Source: an optimization exercise on an open RTL-to-GDS flow (aim: small area). Production flows keep margins and buffers that such runs may drop.
The RTL was checked by simulation tests, not by an equivalence proof against the original design.
Power is estimated from default activity; no workload was simulated.

===== flow/design.v =====
package user_adder_pkg;
  localparam int DEF_AXI_DATA_BITS = 512;
  localparam int ADD_LANES         = DEF_AXI_DATA_BITS / 32;
  localparam logic [63:0] ID_VALUE_DEF = 64'hADD0_C000_0000_0001;
  localparam logic [2:0] REG_CTRL      = 3'd0;
  localparam logic [2:0] REG_ADD_CONST = 3'd1;
  localparam logic [2:0] REG_BEAT_CNT  = 3'd2;
  localparam logic [2:0] REG_PKT_CNT   = 3'd3;
  localparam logic [2:0] REG_ID        = 3'd4;
  localparam int CTRL_ENABLE_BIT = 0;
  localparam int CTRL_CLR_BIT    = 1;
  localparam logic [1:0] BUF_EMPTY = 2'd0;
  localparam logic [1:0] BUF_ONE   = 2'd1;
  localparam logic [1:0] BUF_FULL  = 2'd2;
  function automatic integer lanes_for(input integer data_bits);
    lanes_for = data_bits / 32;
  endfunction
endpackage
import user_adder_pkg::*;
module axis_skid_buffer
#(
  parameter int DATA_BITS = 512,
  parameter int KEEP_BITS = 64,
  parameter int ID_BITS   = 6
) (
  input  logic                 clk,
  input  logic                 rst,
  input  logic [DATA_BITS-1:0] s_tdata,
  input  logic [KEEP_BITS-1:0] s_tkeep,
  input  logic [ID_BITS-1:0]   s_tid,
  input  logic                 s_tlast,
  input  logic                 s_tvalid,
  output logic                 s_tready,
  output logic [DATA_BITS-1:0] m_tdata,
  output logic [KEEP_BITS-1:0] m_tkeep,
  output logic [ID_BITS-1:0]   m_tid,
  output logic                 m_tlast,
  output logic                 m_tvalid,
  input  logic                 m_tready
);
  localparam int PAYLOAD_BITS = DATA_BITS + KEEP_BITS + ID_BITS + 1;
  logic [PAYLOAD_BITS-1:0] main_reg, skid_reg, skid_next;
  logic [PAYLOAD_BITS-1:0] s_payload;
  logic                    m_valid_reg, ready_reg;
  logic                    m_valid_next, ready_next;
  logic                    accept, drain, main_free;
  assign s_payload = {s_tdata, s_tkeep, s_tid, s_tlast};
  assign accept    = s_tvalid & ready_reg;
  assign drain     = m_valid_reg & m_tready;
  assign main_free = ~m_valid_reg | m_tready;
  always_comb begin
    m_valid_next = m_valid_reg;
    ready_next   = ready_reg;
    case ({m_valid_reg, ready_reg})
      2'b01: begin
        m_valid_next = accept;
      end
      2'b11: begin
        m_valid_next = accept | ~drain;
        ready_next   = ~(accept & ~drain);
      end
      2'b10: begin
        ready_next = drain;
      end
      default: begin
        ready_next = 1'b1;
      end
    endcase
  end
  always_ff @(posedge clk or posedge rst) begin
    if (rst) begin
      m_valid_reg <= 1'b0;
      ready_reg   <= 1'b0;
    end else begin
      m_valid_reg <= m_valid_next;
      ready_reg   <= ready_next;
    end
  end
  assign skid_next = ready_reg ? s_payload : skid_reg;
  always_ff @(posedge clk) begin
    skid_reg <= skid_next;
    if (main_free) begin
      main_reg <= skid_next;
    end
  end
  assign s_tready = ready_reg;
  assign m_tvalid = m_valid_reg;
  assign {m_tdata, m_tkeep, m_tid, m_tlast} = main_reg;
endmodule
import user_adder_pkg::*;
module user_stream_adder_c0
#(
  parameter int          AXI_DATA_BITS  = 512,
  parameter int          AXIL_DATA_BITS = 64,
  parameter int          AXI_ADDR_BITS  = 64,
  parameter int          PID_BITS       = 6,
  parameter logic [63:0] ID_VALUE       = ID_VALUE_DEF
) (
  input  logic                          aclk,
  input  logic                          areset,
  input  logic [AXI_ADDR_BITS-1:0]      axi_ctrl_awaddr,
  input  logic                          axi_ctrl_awvalid,
  output logic                          axi_ctrl_awready,
  input  logic [AXIL_DATA_BITS-1:0]     axi_ctrl_wdata,
  input  logic [AXIL_DATA_BITS/8-1:0]   axi_ctrl_wstrb,
  input  logic                          axi_ctrl_wvalid,
  output logic                          axi_ctrl_wready,
  output logic [1:0]                    axi_ctrl_bresp,
  output logic                          axi_ctrl_bvalid,
  input  logic                          axi_ctrl_bready,
  input  logic [AXI_ADDR_BITS-1:0]      axi_ctrl_araddr,
  input  logic                          axi_ctrl_arvalid,
  output logic                          axi_ctrl_arready,
  output logic [AXIL_DATA_BITS-1:0]     axi_ctrl_rdata,
  output logic [1:0]                    axi_ctrl_rresp,
  output logic                          axi_ctrl_rvalid,
  input  logic                          axi_ctrl_rready,
  input  logic [AXI_DATA_BITS-1:0]      s_axis_host_sink_tdata,
  input  logic [AXI_DATA_BITS/8-1:0]    s_axis_host_sink_tkeep,
  input  logic [PID_BITS-1:0]           s_axis_host_sink_tid,
  input  logic                          s_axis_host_sink_tlast,
  input  logic                          s_axis_host_sink_tvalid,
  output logic                          s_axis_host_sink_tready,
  output logic [AXI_DATA_BITS-1:0]      m_axis_host_src_tdata,
  output logic [AXI_DATA_BITS/8-1:0]    m_axis_host_src_tkeep,
  output logic [PID_BITS-1:0]           m_axis_host_src_tid,
  output logic                          m_axis_host_src_tlast,
  output logic                          m_axis_host_src_tvalid,
  input  logic                          m_axis_host_src_tready
);
  localparam int LANES = AXI_DATA_BITS / 32;
  logic [1:0] rst_pipe;
  logic       rst;
  always_ff @(posedge aclk or posedge areset) begin
    if (areset) begin
      rst_pipe <= 2'b11;
    end else begin
      rst_pipe <= {rst_pipe[0], 1'b0};
    end
  end
  assign rst = rst_pipe[1];
  logic                      enable_reg;
  logic [31:0]               add_const_reg, add_const_wr;
  logic [63:0]               beat_cnt_reg, pkt_cnt_reg;
  logic                      awready_reg, bvalid_reg, arready_reg, rvalid_reg;
  logic [AXIL_DATA_BITS-1:0] rdata_reg;
  logic [63:0]               rd_word;
  logic [2:0]                wr_sel, rd_sel;
  logic                      wr_fire, rd_fire, clr_cnt, sink_accept;
  logic [AXI_DATA_BITS-1:0]  sum_data;
  assign wr_sel  = axi_ctrl_awaddr[5:3];
  assign rd_sel  = axi_ctrl_araddr[5:3];
  assign wr_fire = awready_reg & axi_ctrl_awvalid & axi_ctrl_wvalid;
  assign rd_fire = arready_reg & axi_ctrl_arvalid;
  assign clr_cnt = wr_fire && (wr_sel == REG_CTRL) && axi_ctrl_wstrb[0]
                   && axi_ctrl_wdata[CTRL_CLR_BIT];
  genvar gi;
  generate
    for (gi = 0; gi < 4; gi++) begin : g_const_byte
      assign add_const_wr[gi*8 +: 8] = axi_ctrl_wstrb[gi] ? axi_ctrl_wdata[gi*8 +: 8]
                                                          : add_const_reg[gi*8 +: 8];
    end
  endgenerate
  always_ff @(posedge aclk or posedge rst) begin
    if (rst) begin
      awready_reg   <= 1'b0;
      bvalid_reg    <= 1'b0;
      enable_reg    <= 1'b0;
      add_const_reg <= '0;
    end else begin
      awready_reg <= axi_ctrl_awvalid & axi_ctrl_wvalid & ~bvalid_reg & ~awready_reg;
      if (wr_fire) begin
        bvalid_reg <= 1'b1;
      end else if (axi_ctrl_bready) begin
        bvalid_reg <= 1'b0;
      end
      if (wr_fire && (wr_sel == REG_CTRL) && axi_ctrl_wstrb[0]) begin
        enable_reg <= axi_ctrl_wdata[CTRL_ENABLE_BIT];
      end
      if (wr_fire && (wr_sel == REG_ADD_CONST)) begin
        add_const_reg <= add_const_wr;
      end
    end
  end
  always_comb begin
    rd_word = '0;
    case (rd_sel)
      REG_CTRL:      rd_word[CTRL_ENABLE_BIT] = enable_reg;
      REG_ADD_CONST: rd_word[31:0] = add_const_reg;
      REG_BEAT_CNT:  rd_word = beat_cnt_reg;
      REG_PKT_CNT:   rd_word = pkt_cnt_reg;
      REG_ID:        rd_word = ID_VALUE;
      default:       rd_word = '0;
    endcase
  end
  always_ff @(posedge aclk or posedge rst) begin
    if (rst) begin
      arready_reg <= 1'b0;
      rvalid_reg  <= 1'b0;
    end else begin
      arready_reg <= axi_ctrl_arvalid & ~rvalid_reg & ~arready_reg;
      if (rd_fire) begin
        rvalid_reg <= 1'b1;
      end else if (axi_ctrl_rready) begin
        rvalid_reg <= 1'b0;
      end
    end
  end
  always_ff @(posedge aclk) begin
    if (rd_fire) begin
      rdata_reg <= rd_word[AXIL_DATA_BITS-1:0];
    end
  end
  assign axi_ctrl_awready = awready_reg;
  assign axi_ctrl_wready  = awready_reg;
  assign axi_ctrl_bvalid  = bvalid_reg;
  assign axi_ctrl_bresp   = 2'b00;
  assign axi_ctrl_arready = arready_reg;
  assign axi_ctrl_rvalid  = rvalid_reg;
  assign axi_ctrl_rdata   = rdata_reg;
  assign axi_ctrl_rresp   = 2'b00;
  assign sink_accept = s_axis_host_sink_tvalid & s_axis_host_sink_tready;
  always_ff @(posedge aclk) begin
    if (rst || clr_cnt) begin
      beat_cnt_reg <= '0;
      pkt_cnt_reg  <= '0;
    end else if (sink_accept) begin
      beat_cnt_reg <= beat_cnt_reg + 64'd1;
      if (s_axis_host_sink_tlast) begin
        pkt_cnt_reg <= pkt_cnt_reg + 64'd1;
      end
    end
  end
  logic [31:0] add_eff;
  assign add_eff = add_const_reg & {32{enable_reg}};
  generate
    for (gi = 0; gi < LANES; gi++) begin : g_lane
      lane_add u_add (.a(s_axis_host_sink_tdata[gi*32 +: 32]), .b(add_eff), .s(sum_data[gi*32 +: 32]));
    end
  endgenerate
  axis_skid_buffer #(
    .DATA_BITS (AXI_DATA_BITS),
    .KEEP_BITS (AXI_DATA_BITS/8),
    .ID_BITS   (PID_BITS)
  ) u_skid (
    .clk      (aclk),
    .rst      (rst),
    .s_tdata  (sum_data),
    .s_tkeep  (s_axis_host_sink_tkeep),
    .s_tid    (s_axis_host_sink_tid),
    .s_tlast  (s_axis_host_sink_tlast),
    .s_tvalid (s_axis_host_sink_tvalid),
    .s_tready (s_axis_host_sink_tready),
    .m_tdata  (m_axis_host_src_tdata),
    .m_tkeep  (m_axis_host_src_tkeep),
    .m_tid    (m_axis_host_src_tid),
    .m_tlast  (m_axis_host_src_tlast),
    .m_tvalid (m_axis_host_src_tvalid),
    .m_tready (m_axis_host_src_tready)
  );
  logic unused_bits;
  assign unused_bits = ^{axi_ctrl_awaddr[AXI_ADDR_BITS-1:6], axi_ctrl_awaddr[2:0],
                         axi_ctrl_araddr[AXI_ADDR_BITS-1:6], axi_ctrl_araddr[2:0],
                         axi_ctrl_wdata[AXIL_DATA_BITS-1:32],
                         axi_ctrl_wstrb[AXIL_DATA_BITS/8-1:4]};
endmodule
module lane_add (input logic [31:0] a, input logic [31:0] b, output logic [31:0] s);
  wire [31:0] g0 = a & b;
  wire [31:0] p0 = a ^ b;
  wire gn1 = g0[1] | (p0[1] & g0[0]);
  wire pn1 = p0[1] & p0[0];
  wire gn2 = g0[3] | (p0[3] & g0[2]);
  wire pn2 = p0[3] & p0[2];
  wire gn3 = g0[5] | (p0[5] & g0[4]);
  wire pn3 = p0[5] & p0[4];
  wire gn4 = g0[7] | (p0[7] & g0[6]);
  wire pn4 = p0[7] & p0[6];
  wire gn5 = g0[9] | (p0[9] & g0[8]);
  wire pn5 = p0[9] & p0[8];
  wire gn6 = g0[11] | (p0[11] & g0[10]);
  wire pn6 = p0[11] & p0[10];
  wire gn7 = g0[13] | (p0[13] & g0[12]);
  wire pn7 = p0[13] & p0[12];
  wire gn8 = g0[15] | (p0[15] & g0[14]);
  wire pn8 = p0[15] & p0[14];
  wire gn9 = g0[17] | (p0[17] & g0[16]);
  wire pn9 = p0[17] & p0[16];
  wire gn10 = g0[19] | (p0[19] & g0[18]);
  wire pn10 = p0[19] & p0[18];
  wire gn11 = g0[21] | (p0[21] & g0[20]);
  wire pn11 = p0[21] & p0[20];
  wire gn12 = g0[23] | (p0[23] & g0[22]);
  wire pn12 = p0[23] & p0[22];
  wire gn13 = g0[25] | (p0[25] & g0[24]);
  wire pn13 = p0[25] & p0[24];
  wire gn14 = g0[27] | (p0[27] & g0[26]);
  wire pn14 = p0[27] & p0[26];
  wire gn15 = g0[29] | (p0[29] & g0[28]);
  wire pn15 = p0[29] & p0[28];
  wire gn16 = g0[31] | (p0[31] & g0[30]);
  wire pn16 = p0[31] & p0[30];
  wire gn17 = g0[2] | (p0[2] & gn1);
  wire pn17 = p0[2] & pn1;
  wire gn18 = gn2 | (pn2 & gn1);
  wire pn18 = pn2 & pn1;
  wire gn19 = g0[6] | (p0[6] & gn3);
  wire pn19 = p0[6] & pn3;
  wire gn20 = gn4 | (pn4 & gn3);
  wire pn20 = pn4 & pn3;
  wire gn21 = g0[10] | (p0[10] & gn5);
  wire pn21 = p0[10] & pn5;
  wire gn22 = gn6 | (pn6 & gn5);
  wire pn22 = pn6 & pn5;
  wire gn23 = g0[14] | (p0[14] & gn7);
  wire pn23 = p0[14] & pn7;
  wire gn24 = gn8 | (pn8 & gn7);
  wire pn24 = pn8 & pn7;
  wire gn25 = g0[18] | (p0[18] & gn9);
  wire pn25 = p0[18] & pn9;
  wire gn26 = gn10 | (pn10 & gn9);
  wire pn26 = pn10 & pn9;
  wire gn27 = g0[22] | (p0[22] & gn11);
  wire pn27 = p0[22] & pn11;
  wire gn28 = gn12 | (pn12 & gn11);
  wire pn28 = pn12 & pn11;
  wire gn29 = g0[26] | (p0[26] & gn13);
  wire pn29 = p0[26] & pn13;
  wire gn30 = gn14 | (pn14 & gn13);
  wire pn30 = pn14 & pn13;
  wire gn31 = g0[30] | (p0[30] & gn15);
  wire pn31 = p0[30] & pn15;
  wire gn32 = gn16 | (pn16 & gn15);
  wire pn32 = pn16 & pn15;
  wire gn33 = g0[4] | (p0[4] & gn18);
  wire pn33 = p0[4] & pn18;
  wire gn34 = gn3 | (pn3 & gn18);
  wire pn34 = pn3 & pn18;
  wire gn35 = gn19 | (pn19 & gn18);
  wire pn35 = pn19 & pn18;
  wire gn36 = gn20 | (pn20 & gn18);
  wire pn36 = pn20 & pn18;
  wire gn37 = g0[12] | (p0[12] & gn22);
  wire pn37 = p0[12] & pn22;
  wire gn38 = gn7 | (pn7 & gn22);
  wire pn38 = pn7 & pn22;
  wire gn39 = gn23 | (pn23 & gn22);
  wire pn39 = pn23 & pn22;
  wire gn40 = gn24 | (pn24 & gn22);
  wire pn40 = pn24 & pn22;
  wire gn41 = g0[20] | (p0[20] & gn26);
  wire pn41 = p0[20] & pn26;
  wire gn42 = gn11 | (pn11 & gn26);
  wire pn42 = pn11 & pn26;
  wire gn43 = gn27 | (pn27 & gn26);
  wire pn43 = pn27 & pn26;
  wire gn44 = gn28 | (pn28 & gn26);
  wire pn44 = pn28 & pn26;
  wire gn45 = g0[28] | (p0[28] & gn30);
  wire pn45 = p0[28] & pn30;
  wire gn46 = gn15 | (pn15 & gn30);
  wire pn46 = pn15 & pn30;
  wire gn47 = gn31 | (pn31 & gn30);
  wire pn47 = pn31 & pn30;
  wire gn48 = gn32 | (pn32 & gn30);
  wire pn48 = pn32 & pn30;
  wire gn49 = g0[8] | (p0[8] & gn36);
  wire pn49 = p0[8] & pn36;
  wire gn50 = gn5 | (pn5 & gn36);
  wire pn50 = pn5 & pn36;
  wire gn51 = gn21 | (pn21 & gn36);
  wire pn51 = pn21 & pn36;
  wire gn52 = gn22 | (pn22 & gn36);
  wire pn52 = pn22 & pn36;
  wire gn53 = gn37 | (pn37 & gn36);
  wire pn53 = pn37 & pn36;
  wire gn54 = gn38 | (pn38 & gn36);
  wire pn54 = pn38 & pn36;
  wire gn55 = gn39 | (pn39 & gn36);
  wire pn55 = pn39 & pn36;
  wire gn56 = gn40 | (pn40 & gn36);
  wire pn56 = pn40 & pn36;
  wire gn57 = g0[24] | (p0[24] & gn44);
  wire pn57 = p0[24] & pn44;
  wire gn58 = gn13 | (pn13 & gn44);
  wire pn58 = pn13 & pn44;
  wire gn59 = gn29 | (pn29 & gn44);
  wire pn59 = pn29 & pn44;
  wire gn60 = gn30 | (pn30 & gn44);
  wire pn60 = pn30 & pn44;
  wire gn61 = gn45 | (pn45 & gn44);
  wire pn61 = pn45 & pn44;
  wire gn62 = gn46 | (pn46 & gn44);
  wire pn62 = pn46 & pn44;
  wire gn63 = gn47 | (pn47 & gn44);
  wire pn63 = pn47 & pn44;
  wire gn64 = gn48 | (pn48 & gn44);
  wire pn64 = pn48 & pn44;
  wire gn65 = g0[16] | (p0[16] & gn56);
  wire pn65 = p0[16] & pn56;
  wire gn66 = gn9 | (pn9 & gn56);
  wire pn66 = pn9 & pn56;
  wire gn67 = gn25 | (pn25 & gn56);
  wire pn67 = pn25 & pn56;
  wire gn68 = gn26 | (pn26 & gn56);
  wire pn68 = pn26 & pn56;
  wire gn69 = gn41 | (pn41 & gn56);
  wire pn69 = pn41 & pn56;
  wire gn70 = gn42 | (pn42 & gn56);
  wire pn70 = pn42 & pn56;
  wire gn71 = gn43 | (pn43 & gn56);
  wire pn71 = pn43 & pn56;
  wire gn72 = gn44 | (pn44 & gn56);
  wire pn72 = pn44 & pn56;
  wire gn73 = gn57 | (pn57 & gn56);
  wire pn73 = pn57 & pn56;
  wire gn74 = gn58 | (pn58 & gn56);
  wire pn74 = pn58 & pn56;
  wire gn75 = gn59 | (pn59 & gn56);
  wire pn75 = pn59 & pn56;
  wire gn76 = gn60 | (pn60 & gn56);
  wire pn76 = pn60 & pn56;
  wire gn77 = gn61 | (pn61 & gn56);
  wire pn77 = pn61 & pn56;
  wire gn78 = gn62 | (pn62 & gn56);
  wire pn78 = pn62 & pn56;
  wire gn79 = gn63 | (pn63 & gn56);
  wire pn79 = pn63 & pn56;
  wire gn80 = gn64 | (pn64 & gn56);
  wire pn80 = pn64 & pn56;
  assign s[0] = p0[0];
  assign s[1] = p0[1] ^ g0[0];
  assign s[2] = p0[2] ^ gn1;
  assign s[3] = p0[3] ^ gn17;
  assign s[4] = p0[4] ^ gn18;
  assign s[5] = p0[5] ^ gn33;
  assign s[6] = p0[6] ^ gn34;
  assign s[7] = p0[7] ^ gn35;
  assign s[8] = p0[8] ^ gn36;
  assign s[9] = p0[9] ^ gn49;
  assign s[10] = p0[10] ^ gn50;
  assign s[11] = p0[11] ^ gn51;
  assign s[12] = p0[12] ^ gn52;
  assign s[13] = p0[13] ^ gn53;
  assign s[14] = p0[14] ^ gn54;
  assign s[15] = p0[15] ^ gn55;
  assign s[16] = p0[16] ^ gn56;
  assign s[17] = p0[17] ^ gn65;
  assign s[18] = p0[18] ^ gn66;
  assign s[19] = p0[19] ^ gn67;
  assign s[20] = p0[20] ^ gn68;
  assign s[21] = p0[21] ^ gn69;
  assign s[22] = p0[22] ^ gn70;
  assign s[23] = p0[23] ^ gn71;
  assign s[24] = p0[24] ^ gn72;
  assign s[25] = p0[25] ^ gn73;
  assign s[26] = p0[26] ^ gn74;
  assign s[27] = p0[27] ^ gn75;
  assign s[28] = p0[28] ^ gn76;
  assign s[29] = p0[29] ^ gn77;
  assign s[30] = p0[30] ^ gn78;
  assign s[31] = p0[31] ^ gn79;
endmodule

===== flow/flow/run.sh =====
#!/bin/bash
# Standard ORFS layout (the standard.sh) with two changes to how it is
# built: port buffers use the smallest buffer cell instead of the default
# delay-buffer choice, and clock tree synthesis clusters more flip-flops per
# leaf buffer and inserts no dummy balancing loads.
set -euo pipefail
export BUFFER_PORTS_ARGS="-buffer_cell sky130_fd_sc_hd__buf_1"
export CTS_ARGS='-sink_clustering_enable -repair_clock_nets -buf_list {sky130_fd_sc_hd__clkbuf_4 sky130_fd_sc_hd__clkbuf_8} -dont_use_dummy_load -sink_clustering_size 10 -sink_clustering_max_diameter 40'
bash standard.sh synth > synth.log 2>&1
bash standard.sh finish > finish.log 2>&1

===== flow/standard.sh =====
#!/bin/bash
# synth_recipe.tcl (not shown) runs the flow's synth.tcl, then flattens the netlist and writes it again
# the make line also repeats each setting of config.mk as NAME=value (left out here)
make -C /OpenROAD-flow-scripts/flow DESIGN_CONFIG=/design/flow/config.mk WORK_HOME=/design/flow/orfs CLKGATE_MAP_FILE= SYNTH_SCRIPT=/design/flow/synth_recipe.tcl "${@:-finish}"

===== flow/config.mk =====
export PLATFORM = sky130hd
export DESIGN_NAME = user_stream_adder_c0
export DESIGN_NICKNAME = user_stream_adder_c0
export VERILOG_FILES = /design/flow/design.v
export SDC_FILE = /design/flow/constraint.sdc
export NUM_CORES = 4
export LEC_CHECK = 0
export CAP_MARGIN = 20
export CORE_AREA = 2 2 148 848
export CTS_BUF_LIST = sky130_fd_sc_hd__clkbuf_8
export DIE_AREA = 0 0 150 850
export SLEW_MARGIN = 20

===== flow/constraint.sdc =====
create_clock -name core_clock -period 5.0 [get_ports {aclk}]
set_input_delay 1.0000 -clock core_clock [delete_from_list [all_inputs] [get_ports {aclk}]]
set_output_delay 1.0000 -clock core_clock [all_outputs]
set_load 0.01 [all_outputs]

==> out/qor.txt, run 1 <==
Syn-to-layout area delta: 14.7%
P_sw: 6.68 mW
worst-case clock buffer depth: 4
max-cap violations: 0
Placed Cells incl. Taps: 8321
period utilization: 0.903
hold violation total from the final report: 0
CTS Buf Count: 165
initial core utilization: 0.538
status: timing/DRC/antenna clean
RSZ-0062 raised after global routing: no
clock latency at the later pin of the worst-skew pair: 0.91 ns
input/output buffers: 1287
PD cells: 319 nW/µm²
Worst Hold Class: in -> async
Place WS: 0.408 ns
Setup crit end kind: register
Worst Max-Slew Pin Slew: 1.19 ns
Switching Share: 0.277
sequential cell fraction of total power: 0.566
fin cells: 8529
die area: 128000 µm²
Post-synth ARST share: 0.0293
Worst Setup Start Kind: register
gr usage total: 0.322
syn_area_per_cell: 12.0 µm²
synthesized netlist cell count: 5513
design area: 75700 µm²
crit-path max FO: 20
Tmin final: 4.51 ns
Cell Rows: 310
count leader, synth: dfxtp_1
top post-synthesis cells by count: dfxtp_1 (711), edfxtp_1 (647), ha_1 (482)
Critical Path RT: 5.73 ns
# setup viols final: 0
# IOs: 1450
met1 WL: 73600 µm
DR WL/cell: 24.5 µm
met2 routed WL: 99200 µm
utilization after layout: 0.618
#FFs+latches synth: 1399
clk sinks: 1399
leak pwr: 30.9 nW
ys flop type: dfxtp_1
Critical Path AT: 5.25 ns
Fmax: 222 MHz
Synth area leaders: edfxtp_1 (29%), dfxtp_1 (22%), ha_1 (9.1%), mux2_2 (7.9%), xnor2_1 (3.1%)
1st-iter DRT viols: 2350
share of cells above drive strength 1: 0.122
Rel. slew slack: 0.201
clk_skew: 0.0751 ns
Pre-antenna DRT Iters: 7
post-CTS setup buffer count: 0
Gate power share: 0.137
clock slew at reported path FFs: 0.08 ns
first-pass GRT wire length: 303000 µm
cell internal pwr: 17.4 mW
Final ANT Viol Nets: 0
register area share after synthesis: 0.526
TritonCTS clock tree: done
top sig layer: met5
Final WS setup: 0.487 ns
CTS Hold Bufs: 0
vias in the first global route: 48600
initial antenna violation count: 94
Core Box Area: 123000 µm²
Vias: 48800
Setup TNS: 0 ns
largest net degree at the start of global routing: 158
htree depth: 4
number of flops mapped to enable cells by yosys: 647
Resized cells post-CTS: 0
DRT Wirelength: 209000 µm
post-DP HPWL: 159000 µm
WL met3: 23000 µm
Synth top area share: 0.294
library cells used by synthesis: 96
Layout Nets: 8266
placed cell area: 73300 µm²
Synth Cell Area: 66000 µm²
Final Slew Violations: 0
total gr overflow: 0
die height: 850 µm
Die X: 150 µm
clock power share: 0.296
DRC viols: 0
via/cell ratio: 5.72
Yosys top cell by area: edfxtp_1
Yosys warnings: 2
Crit Path Category: reg -> reg
peak supply drop: 0.265 mV
final weighted congestion in routability-driven placement: 0.907
clock root cell: clkbuf_8
==> placed cells by master (no fill, tap or decap), drive strengths merged, types with 21 or more instances in the layout <==
master	netlist	final
xnor2	235	235
o21a	27	27
o21bai	21	21
or3	65	65
edfxtp	647	647
nor2b	32	32
o21ai	183	183
and3	49	49
a31oi	24	24
inv	117	117
nand4	69	69
dfrtp	39	39
o211ai	39	39
nor3	61	61
clkbuf	123	166
nand2b	36	36
a31o	21	21
nand3	137	137
diode	0	43
nand3b	38	38
mux2	465	465
dfxtp	711	711
nor2	311	311
fa	64	64
a21oi	329	329
nand2	364	364
a22oi	39	39
mux2i	36	36
and2	53	53
ha	482	482
a21boi	27	27
a221oi	29	29
a21o	115	115
buf	33	1399
and4	31	31
o31ai	56	56
xor2	193	193
==> logic make-up after synthesis <==
family                     synth area share
AOI/OAI and AO/OA                     0.106
DFF                                   0.526
buffers and inverters                0.0164
adders and majority gates             0.111
muxes                                0.0848
other                             0.0000568
xor gates and xnor gates             0.0568
and+or+nand+nor                      0.0995
==> worst max-delay path, stage by stage (launching register included) <==
cell and delay (ns):
dfrtp_2 0.60, and2_2 0.69, fa_1 0.40, o211ai_1 0.15, a21oi_1 0.49, a21oi_1 0.28
o221ai_2 0.50, a21boi_1 0.26, o211a_1 0.33, or4b_1 0.53, nand3_1 0.11
==> through the flow <==
stage | total power, mW | hold slack [ns]
after floorplan | 15.8 | 0.345
after global placement | 17.1 | 0.348
after detailed placement | 17.2 | 0.349
after CTS | 24.4 | 0.0510
after global routing | 25.0 | 0.127
final | 24.1 | 0.106
==> cell type report <==
class                      instances  area [µm²]
sequential                      1399       34700
tap                             1560        1950
antenna                           43         108
timing repair buffer            1400        5920
clock buffer                     165        2270
multi-input combinational       3845       30300
inverter                         117         447
fill                           10600       46900
==> power by group through the flow <==
stage,combinational (mW),clock [mW],sequential (mW)
3_5_place_dp,3.30,0,13.9
6_report,3.31,7.15,13.7
2_1_floorplan,1.59,0,14.2
4_1_cts,3.31,7.40,13.7
3_3_place_gp,3.25,0,13.9
5_1_grt,3.62,7.64,13.8
==> final timing paths <==
kind	from	endpoint	slack, ns	depth (start not counted)
setup / recovery	enable_reg	u_skid.main_reg[230]	0.49	10
hold / removal	areset	rst_pipe[0]	0.11	2
setup reg to reg	enable_reg	u_skid.main_reg[230]	0.49	10
hold reg to reg	rst_pipe[0]	rst_pipe[1]	0.36	0
max in group asynchronous	rst_pipe[1]	enable_reg	4.05	2
min in group core_clock	s_axis_host_sink_tid[3]	u_skid.skid_reg[4]	0.33	2
==> per-layer routing <==
| metal | GRT usage | vias to the layer above |
|---|---|---|
| li1 | - | 23200 |
| met1 | 0.347 | 23100 |
| met2 | 0.530 | 1904 |
| met3 | 0.130 | 487 |
| met4 | 0.178 | 92 |
| met5 | 0 | - |
==> run 2, diff against run 1 <==
==> flow/flow/run.sh (replaced) <==
#!/bin/bash
# Standard ORFS layout (the standard.sh) with two changes to how it is
# built: port buffers use the smallest buffer cell instead of the default
# delay-buffer choice, and clock tree synthesis clusters more flip-flops per
# leaf buffer and inserts no dummy balancing loads.
set -euo pipefail
export BUFFER_PORTS_ARGS="-buffer_cell sky130_fd_sc_hd__buf_1"
export CTS_ARGS="-sink_clustering_enable -repair_clock_nets -buf_list sky130_fd_sc_hd__clkbuf_16 -dont_use_dummy_load -sink_clustering_size 26 -sink_clustering_max_diameter 45"
bash standard.sh synth > synth.log 2>&1
bash standard.sh finish > finish.log 2>&1
--- a/flow/config.mk
+++ b/flow/config.mk
@@ -6,7 +6,8 @@
 export NUM_CORES = 4
 export LEC_CHECK = 0
 export CAP_MARGIN = 20
-export CORE_AREA = 2 2 148 848
-export CTS_BUF_LIST = sky130_fd_sc_hd__clkbuf_8
-export DIE_AREA = 0 0 150 850
+export CORE_AREA = 2 2 118 878
+export CTS_BUF_LIST = sky130_fd_sc_hd__clkbuf_16
+export DIE_AREA = 0 0 120 880
+export GPL_TIMING_DRIVEN = 0
 export SLEW_MARGIN = 20
==> run 2 against run 1 <==
Critical path depth increased by 6. Synthesized cell count unchanged. Combinational power increased by 11%. Still clean. Routed wire length increased by 12%. First-iteration DRC count increased by 55%. Final cell count decreased by 3.0%. Design area decreased by 0.26%.
==> out/qor.txt, run 2 <==
Final ANT Viol Nets: 0
vias in the first global route: 52400
TritonCTS clock tree: done
worst path bufs/invs: 5
1st-iter DRT viols: 3636
crit-path max FO: 11
Design Power: 23.2 mW
status: timing/DRC/antenna clean
largest family of logic cells by synthesized area: adder cells
Synth Area in Simple Gates: 0.0995
die height: 880 µm
Synth area leaders: edfxtp_1 (29%), dfxtp_1 (22%), ha_1 (9.1%), mux2_2 (7.9%), xnor2_1 (3.1%)
Crit Path Category: reg -> reg
hold slack: 0.209 ns
Place WS: -1.60 ns
DR WL/cell: 28.5 µm
DRC viols: 0
clock root cell: clkbuf_16
slowest stage delay, CP: 0.54 ns
CTS Buf Count: 59
register area share after synthesis: 0.526
clk_skew: 0.0444 ns
Yosys top cell by area: edfxtp_1
initial core utilization: 0.655
clock latency at the later pin of the worst-skew pair: 0.75 ns
largest net degree at the start of global routing: 54
CP most frequent cell: buf_6
period utilization: 0.998
Vias: 51600
# setup viols final: 0
complex-gate fraction of the synthesized area: 0.106
CP Cell Sequence: buf_6 -> buf_6 -> buf_12 -> clkbuf_8 -> and2_4 -> ha_1 -> fa_1 -> o211ai_1 -> a21oi_1 -> a21o_1 -> a21oi_2 -> o31a_1 -> buf_4 -> o21ai_0 -> xor2_1 -> mux2_2
post-synthesis mux area share: 0.0848
synthesized netlist cell count: 5513
Yosys warnings: 2
Rel. slew slack: 0.159
Syn-to-layout area delta: 14.4%
worst-case clock buffer depth: 3
r2r setup slk: 0.01 ns
max-cap violations: 0
XOR/XNOR Fraction of Synth Area: 0.0568
total gr overflow: 0
library cells used by synthesis: 96
Synth Cell Area: 66000 µm²
Worst Hold Class: reg -> async
first-pass GRT wire length: 334000 µm
die area: 106000 µm²
most common library cell in the layout ignoring fill and taps: buf_1
Critical Path AT: 5.48 ns
Cell Rows: 321
# IOs: 1450
Slowest-stage cell, CP: o21ai_0
Die X: 120 µm
Worst Max-Slew Pin Slew: 1.26 ns
initial antenna violation count: 55
Tmin final: 4.99 ns
# fillers: 7211
gr usage total: 0.440
RSZ-0062 raised after global routing: no
Synth top area share: 0.294
htree depth: 2
Setup crit end kind: register
peak supply drop: 0.509 mV
post-DP HPWL: 185000 µm
clock slew at reported path FFs: 0.11 ns
Final WS setup: 0.0110 ns
Final Slew Violations: 0
Post-synth ARST share: 0.0293
DRT Wirelength: 235000 µm
top post-synthesis cells by count: dfxtp_1 (711), edfxtp_1 (647), ha_1 (482)
ys flop type: dfxtp_1
Pre-antenna DRT Iters: 6
CTS Hold Bufs: 0
#FFs+latches synth: 1399
largest delay contributor family on the critical path: compound AO/OA/AOI/OAI gates
share of cells above drive strength 1: 0.110
leak pwr: 30.7 nW
hold violation total from the final report: 0
Layout Nets: 8267
syn_area_per_cell: 12.0 µm²
Core Box Area: 101000 µm²
count leader, synth: dfxtp_1
PD cells: 307 nW/µm²
adder-cell share of the synthesized area: 0.111
Fmax: 200 MHz
Critical Path RT: 5.49 ns
most frequent cells in the layout: buf_1 (1291), dfxtp_1 (711), edfxtp_1 (647), ha_1 (481), mux2_2 (465)
input/output buffers: 1284
number of flops mapped to enable cells by yosys: 647
final weighted congestion in routability-driven placement: 0.998
via/cell ratio: 6.25
clk sinks: 1399
Worst Setup Start Kind: register
-- run 2: routing by layer --
metal | part of all wire | global-route usage | wire (µm) | vias up
met2 | 0.47 | 0.709 | 109000 | 3007
met3 | 0.10 | 0.146 | 24500 | 981
met1 | 0.30 | 0.408 | 69600 | 24500
li1 | - | - | - | 23200
met5 | 0.00077 | 0 | 182 | -
met4 | 0.13 | 0.457 | 31600 | 26
-- run 2: area by class of cell --
cell class                      count  area, µm²  share of cell area
Sequential cell                  1399      34700               0.459
Multi-Input combinational cell   3846      30500               0.403
Timing Repair Buffer             1350       5990              0.0793
Tap cell                         1292       1620              0.0214
Clock buffer                       59       1480              0.0196
Buffer                            156        708             0.00938
Inverter                          117        439             0.00582
Antenna cell                       50        125             0.00166
-- run 2: repair_timing --
| item | in CTS | in global routing |
|---|---|---|
| buffers inserted | 13 | 5 |
| cloned | 1 | 0 |
| setup endpoints to repair | 724 | 83 |
| gates resized for setup | 34 | 13 |
| pin swaps | 8 | 3 |
-- run 2: kinds of logic after synthesis --
group,count (synthesis)
and+or+nand+nor,1307
adders and majority gates,546
AOI/OAI and AO/OA,1058
other,1
muxes,501
xor gates and xnor gates,428
buffers and inverters,273
DFF,1399
-- run 2: path summary, 6_finish.rpt --
kind                                        end  cells after the start         from
setup / recovery           u_skid.main_reg[195]                     16   enable_reg
hold / removal                add_const_reg[22]                      1  rst_pipe[1]
setup reg to reg           u_skid.main_reg[195]                     16   enable_reg
hold reg to reg               add_const_reg[22]                      1  rst_pipe[1]
max in group asynchronous      u_skid.ready_reg                      2  rst_pipe[1]
min in group core_clock             rst_pipe[1]                      0  rst_pipe[0]
-- run 2: power by group --
| part | switching [mW] | total, mW | internal (mW) | leakage, nW |
|---|---|---|---|---|
| clock | 3.68 | 5.80 | 2.12 | 0.727 |
| combinational | 2.43 | 3.68 | 1.25 | 17.0 |
| sequential | 0.385 | 13.7 | 13.3 | 13.0 |
-- run 2: stage by stage --
| stage | utilization | TNS, ns | instance area [µm²] | instances |
|---|---|---|---|---|
| floorplan | - | -311.46 | 66000 | 5517 |
| global placement | 0.719 | -2546.10 | 72500 | 8093 |
| CTS | 0.747 | -0.0139 | 75300 | 8214 |
| detailed placement | 0.730 | -331.73 | 73600 | 8141 |
| global route | 0.748 | 0 | 75400 | 8233 |
| finish | 0.749 | 0 | 75500 | 8269 |
==> run 3, diff against run 2 <==
--- a/flow/config.mk
+++ b/flow/config.mk
@@ -9,5 +9,4 @@
 export CORE_AREA = 2 2 118 878
 export CTS_BUF_LIST = sky130_fd_sc_hd__clkbuf_16
 export DIE_AREA = 0 0 120 880
-export GPL_TIMING_DRIVEN = 0
 export SLEW_MARGIN = 20
==> run 3 against run 2 <==
Core utilization shrank 0.96 points. Largest power group unchanged. Highest routed layer unchanged. Non-clock buffer count shrank 104. Count of clock-buffer cells in the layout is the same. Maximum frequency grew 11%. Largest cell class unchanged. Via count shrank 3.9%. Sequential share of layout area grew 0.61 points. Worst setup slack gained 0.48 ns. Clock power shrank 2%. Sequential power is essentially flat.
==> out/qor.txt, run 3 <==
largest net degree at the start of global routing: 147
Layout Nets: 8162
period utilization: 0.902
Final Slew Violations: 0
initial core utilization: 0.655
Synth area leaders: edfxtp_1 (29%), dfxtp_1 (22%), ha_1 (9.1%), mux2_2 (7.9%), xnor2_1 (3.1%)
clk_skew: 0.0450 ns
fin cells: 8151
Die X: 120 µm
DRT Wirelength: 206000 µm
DRC viols: 0
top post-synthesis cells by count: dfxtp_1 (711), edfxtp_1 (647), ha_1 (482)
Post-synth ARST share: 0.0293
most common library cell in the layout ignoring fill and taps: buf_1
sequential cell fraction of total power: 0.603
status: timing/DRC/antenna clean
Placed Cells incl. Taps: 8055
die area: 106000 µm²
# IOs: 1450
gr usage total: 0.384
count leader, synth: dfxtp_1
share of cells above drive strength 1: 0.108
crit-path max FO: 21
reg2reg end: u_skid.main_reg[227]
input/output buffers: 1287
clock latency at the later pin of the worst-skew pair: 0.74 ns
Cell Rows: 321
ys flop type: dfxtp_1
library cells used by synthesis: 96
Syn-to-layout area delta: 12.9%
hold violation total from the final report: 0
PD cells: 305 nW/µm²
CTS Hold Bufs: 0
TritonCTS clock tree: done
number of flops mapped to enable cells by yosys: 647
Rel. slew slack: 0.299
htree depth: 2
Final ANT Viol Nets: 0
vias in the first global route: 50300
max-cap violations: 0
Crit Path Category: reg -> reg
via/cell ratio: 6.09
r2r worst-path depth: 13
Critical Path RT: 5.52 ns
Gate power share: 0.147
synthesized netlist cell count: 5513
clock power share: 0.251
Yosys top cell by area: edfxtp_1
leak pwr: 30.4 nW
Setup crit end kind: register
clock slew at reported path FFs: 0.12 ns
Design Power: 22.7 mW
syn_area_per_cell: 12.0 µm²
# setup viols final: 0
most frequent cells in the layout: buf_1 (1286), dfxtp_1 (711), edfxtp_1 (647), ha_1 (482), mux2_2 (465)
clk sinks: 1399
die height: 880 µm
Vias: 49600
CTS Buf Count: 59
Synth Cell Area: 66000 µm²
Resized cells post-CTS: 0
register area share after synthesis: 0.526
total gr overflow: 0
Core Box Area: 101000 µm²
launch point of the worst reg-to-reg path: enable_reg
Synth top area share: 0.294
cell internal pwr: 16.6 mW
first-pass GRT wire length: 300000 µm
P_sw: 6.10 mW
post-DP HPWL: 162000 µm
Pre-antenna DRT Iters: 5
1st-iter DRT viols: 3177
Worst Max-Slew Pin Slew: 1.05 ns
#FFs+latches synth: 1399
peak supply drop: 0.453 mV
RSZ-0062 raised after global routing: no
Switching Share: 0.269
initial antenna violation count: 50
clock root cell: clkbuf_16
Worst Hold Class: in -> async
Fmax: 222 MHz
Tmin final: 4.51 ns
hold slack: 0.302 ns
post-CTS setup buffer count: 0
final weighted congestion in routability-driven placement: 0.974
DR WL/cell: 25.3 µm
worst-case clock buffer depth: 3
r2r setup slk: 0.49 ns
Critical Path AT: 5.03 ns
Yosys warnings: 2
# fillers: 7353
Worst Setup Start Kind: register
[run 3: area by class of cell]
| type | instances | area, µm² | share of cell area |
|---|---|---|---|
| inverter | 117 | 447 | 0.00599 |
| antenna | 37 | 92.6 | 0.00124 |
| sequential | 1399 | 34700 | 0.466 |
| timing repair buffer | 1402 | 5900 | 0.0791 |
| multi-input combinational | 3845 | 30300 | 0.407 |
| clock buffer | 59 | 1480 | 0.0198 |
| tap | 1292 | 1620 | 0.0217 |
[run 3: cell families after synthesis]
kind of cell / share of synthesized area
flip-flops: 0.526
AND/OR/NAND/NOR: 0.0995
AO/OA/AOI/OAI: 0.106
adder cells (fa/ha/maj): 0.111
multiplexers: 0.0848
XOR/XNOR: 0.0568
buffers and inverters: 0.0164
other: 0.0000568
[run 3: critical path, cell delays in order (launching register included)]
cell	delay, ns
dfrtp_2	0.59
and2_1	0.24
buf_4	0.23
ha_1	0.28
fa_1	0.46
o211ai_1	0.25
a21oi_1	0.13
buf_4	0.20
a21oi_1	0.28
o221ai_2	0.18
a21boi_1	0.56
o21ai_0	0.31
and2_1	0.25
o31ai_1	0.28
[run 3: layer usage]
| metal | up-vias | wire length [µm] | GRT usage |
|---|---|---|---|
| li1 | 22900 | - | - |
| met1 | 23700 | 65800 | 0.374 |
| met2 | 2379 | 100000 | 0.650 |
| met3 | 592 | 21000 | 0.132 |
| met4 | 34 | 18800 | 0.289 |
| met5 | - | 227 | 0 |
[run 3: worst max path at each step]
stage / from / endpoint / slack (ns)
2_1_floorplan: m_axis_host_src_tready / u_skid.main_reg[0] / -0.53
3_3_place_gp: enable_reg / u_skid.main_reg[227] / 0.64
3_5_place_dp: enable_reg / u_skid.main_reg[227] / 0.59
4_1_cts: enable_reg / u_skid.main_reg[227] / 0.53
5_1_grt: enable_reg / u_skid.main_reg[222] / 0.31
6_report: enable_reg / u_skid.main_reg[227] / 0.49
[run 3: metrics by stage]
stage	utilization	setup slack (ns)	setup TNS (ns)	instance area (µm²)
detailed placement	0.724	0.590	0	73000
global placement	0.724	0.640	0	73000
CTS	0.738	0.534	0	74400
global route	0.739	0.310	0	74500
finish	0.739	0.488	0	74500
floorplan	-	-0.533	-311.46	66000
[run 3: power by group through the flow]
| stage | sequential, mW | combinational, mW | clock [mW] |
|---|---|---|---|
| after detailed placement | 13.9 | 3.28 | 0 |
| after global placement | 13.9 | 3.20 | 0 |
| after global routing | 13.8 | 3.58 | 6.05 |
| final | 13.7 | 3.33 | 5.69 |
| after CTS | 13.7 | 3.30 | 5.77 |
| after floorplan | 14.2 | 1.59 | 0 |
==> run 4, diff against run 3 <==
--- a/flow/config.mk
+++ b/flow/config.mk
@@ -6,7 +6,7 @@
 export NUM_CORES = 4
 export LEC_CHECK = 0
 export CAP_MARGIN = 20
-export CORE_AREA = 2 2 118 878
+export CORE_AREA = 2 2 108 888
 export CTS_BUF_LIST = sky130_fd_sc_hd__clkbuf_16
-export DIE_AREA = 0 0 120 880
+export DIE_AREA = 0 0 110 890
 export SLEW_MARGIN = 20
==> run 4 against run 3 <==
Combinational power is essentially flat. Largest power group unchanged. Count of clock-buffer cells in the layout is the same. Final cell count shrank 1.7%. Maximum frequency shrank 9.1%. Clock skew shrank 0.0068 ns. Via count grew 3.3%. Global-route usage grew 6.1 points. Routed wire length grew 6.5%. Non-clock buffer count grew 9. Hold slack lost 0.018 ns. Area after synthesis is the same. Still clean. Core utilization grew 6.0 points. Highest routed layer unchanged.
==> out/qor.txt, run 4 <==
design area: 74500 µm²
1st-iter DRT viols: 4676
met1 WL: 69100 µm
crit-path max FO: 24
WL met3: 25100 µm
Worst Hold Class: in -> async
die height: 890 µm
clock latency at the later pin of the worst-skew pair: 0.73 ns
library cells used by synthesis: 96
most common library cell in the layout ignoring fill and taps: buf_1
Core Box Area: 93100 µm²
hold violation total from the final report: 0
Synth Cell Area: 66000 µm²
register area share after synthesis: 0.526
PD cells: 307 nW/µm²
top post-synthesis cells by count: dfxtp_1 (711), edfxtp_1 (647), ha_1 (482)
DR WL/cell: 27.4 µm
Post-synth ARST share: 0.0293
#FFs+latches synth: 1399
initial core utilization: 0.709
Final Slew Violations: 0
Synth area leaders: edfxtp_1 (29%), dfxtp_1 (22%), ha_1 (9.1%), mux2_2 (7.9%), xnor2_1 (3.1%)
# IOs: 1450
# setup viols final: 0
worst-case clock buffer depth: 3
Yosys top cell by area: edfxtp_1
met2 routed WL: 97300 µm
Final WS setup: 0.0342 ns
# fillers: 5759
top sig layer: met5
post-CTS setup buffer count: 0
Worst Max-Slew Pin Slew: 1.20 ns
ys flop type: dfxtp_1
Critical Path AT: 5.43 ns
clock root cell: clkbuf_16
CTS Buf Count: 59
input/output buffers: 1287
Die X: 110 µm
Synth top area share: 0.294
Pre-antenna DRT Iters: 6
htree depth: 2
most frequent cells in the layout: buf_1 (1285), dfxtp_1 (711), edfxtp_1 (647), ha_1 (482), mux2_2 (465)
number of flops mapped to enable cells by yosys: 647
die area: 97900 µm²
Reg area: 34700 µm²
utilization after layout: 0.800
status: timing/DRC/antenna clean
Critical Path RT: 5.46 ns
total gr overflow: 0
Final ANT Viol Nets: 0
final weighted congestion in routability-driven placement: 1.02
clock slew at reported path FFs: 0.12 ns
initial antenna violation count: 44
fin cells: 8015
count leader, synth: dfxtp_1
Rel. slew slack: 0.198
Crit Path Category: reg -> reg
max-cap violations: 0
Vias: 51300
gr usage total: 0.444
share of cells above drive strength 1: 0.109
DRC viols: 0
Placed Cells incl. Taps: 7916
clk sinks: 1399
RSZ-0062 raised after global routing: no
first-pass GRT wire length: 313000 µm
largest net degree at the start of global routing: 143
Layout Nets: 8171
Setup TNS: 0 ns
Worst Setup Start Kind: register
Tmin final: 4.97 ns
Syn-to-layout area delta: 12.8%
Yosys warnings: 2
DRT Wirelength: 220000 µm
CTS Hold Bufs: 0
period utilization: 0.993
TritonCTS clock tree: done
vias in the first global route: 51600
synthesized netlist cell count: 5513
placed cell area: 72900 µm²
post-DP HPWL: 166000 µm
Place WS: -0.223 ns
syn_area_per_cell: 12.0 µm²
peak supply drop: 0.610 mV
clk_skew: 0.0383 ns
Cell Rows: 325
via/cell ratio: 6.40
leak pwr: 30.4 nW
area of the multi-input gates: 30300 µm²
Setup crit end kind: register
Fmax: 201 MHz
[run 4: cell counts after synthesis]
No cell type changed its count.
[run 4: critical path, stage by stage (launching register included)]
cell and delay [ns]:
dfrtp_1 0.39, buf_4 0.32, and2_2 0.51, ha_1 0.37, a21oi_1 0.45, buf_4 0.28
o21ai_0 0.12, a221oi_2 0.61, buf_4 0.25, o32a_1 0.21, o21ai_1 0.14, o211a_1 0.26
or3_1 0.30, a31oi_1 0.48
[run 4: final cells by class]
class,instances,share of cell area
Antenna cell,40,0.00134
Clock buffer,59,0.0198
Inverter,117,0.00600
Multi-Input combinational cell,3845,0.407
Sequential cell,1399,0.466
Tap cell,1144,0.0192
Timing Repair Buffer,1411,0.0805
[run 4: routing by layer]
metal	vias up	global-route usage
li1	23000	-
met2	3307	0.659
met4	18	0.453
met1	24200	0.469
met3	755	0.137
met5	-	0
[run 4: final timing paths]
| check | endpoint | from | slack [ns] | depth (start not counted) |
|---|---|---|---|---|
| worst min register to register | rst_pipe[1] | rst_pipe[0] | 0.37 | 0 |
| min in group core_clock | rst_pipe[1] | rst_pipe[0] | 0.37 | 0 |
| worst min-delay path | rst_pipe[1] | areset | 0.28 | 2 |
| worst max register to register | u_skid.main_reg[326] | enable_reg | 0.03 | 13 |
| max in group asynchronous | u_skid.ready_reg | rst_pipe[1] | 4.14 | 2 |
| worst max-delay path | u_skid.main_reg[326] | enable_reg | 0.03 | 13 |
[run 4: per-stage QoR]
step	total power, mW	hold WS [ns]
2_1_floorplan	15.8	0.345
3_3_place_gp	17.1	0.347
3_5_place_dp	17.2	0.357
4_1_cts	22.8	0.261
5_1_grt	23.5	0.311
6_report	22.9	0.284
[run 4: kinds of logic (layout without fill, tap and decap cells)]
family | count (synthesis) | after routing | synth area share
flip-flops | 1399 | 1399 | 0.526
adder cells (fa/ha/maj) | 546 | 546 | 0.111
AO/OA/AOI/OAI | 1058 | 1058 | 0.106
XOR/XNOR | 428 | 428 | 0.0568
other | 1 | 45 | 0.0000568
buffers and inverters | 273 | 1587 | 0.0164
AND/OR/NAND/NOR | 1307 | 1307 | 0.0995
multiplexers | 501 | 501 | 0.0848
[run 4: report_power, final]
group / internal, mW / switching, mW
clock network: 2.12 / 3.65
registers: 13.3 / 0.455
logic: 1.21 / 2.16
total: 16.6 / 6.26
[run 4: timing repair]
action                                  in CTS  in global routing
pin swaps                                    0                  0
resized for setup                            2                  3
gates cloned                                 0                  0
endpoints found under the setup margin      21                  8

## what the ideal ports hide
Ports are ideal in the flow. The routed layouts listed here were re-timed in OpenROAD. Step 1 (the two cells are an assumption about what drives the block):
set clk [get_ports {aclk}]
set_driving_cell -lib_cell sky130_fd_sc_hd__clkbuf_16 $clk
set_driving_cell -lib_cell sky130_fd_sc_hd__buf_2 [delete_from_list [all_inputs] $clk]
Step 2, shift: input delay + t, output delay - t, t = (earliest + latest rising clock arrival at the registers) / 2. This alone moves slack from input paths to output paths. a / b / c = no drivers / after step 1 / after step 2; a / b = the first two.
run | shift t [ns] | setup slack, ns | hold slack, ns | latest minus earliest clock arrival (ns)
run 1 | 0.972 | 0.487 / 0.487 / 0.487 | 0.106 / 0.023 / 0.358 | 0.089 / 0.089
run 2 | 0.831 | 0.011 / 0.011 / 0.011 | 0.209 / 0.199 / 0.209 | 0.047 / 0.047
run 3 | 0.818 | 0.488 / 0.488 / 0.488 | 0.302 / 0.216 / 0.359 | 0.053 / 0.052
run 4 | 0.816 | 0.034 / 0.034 / 0.034 | 0.284 / 0.200 / 0.368 | 0.044 / 0.045
After both steps setup and hold are still met in every run listed.
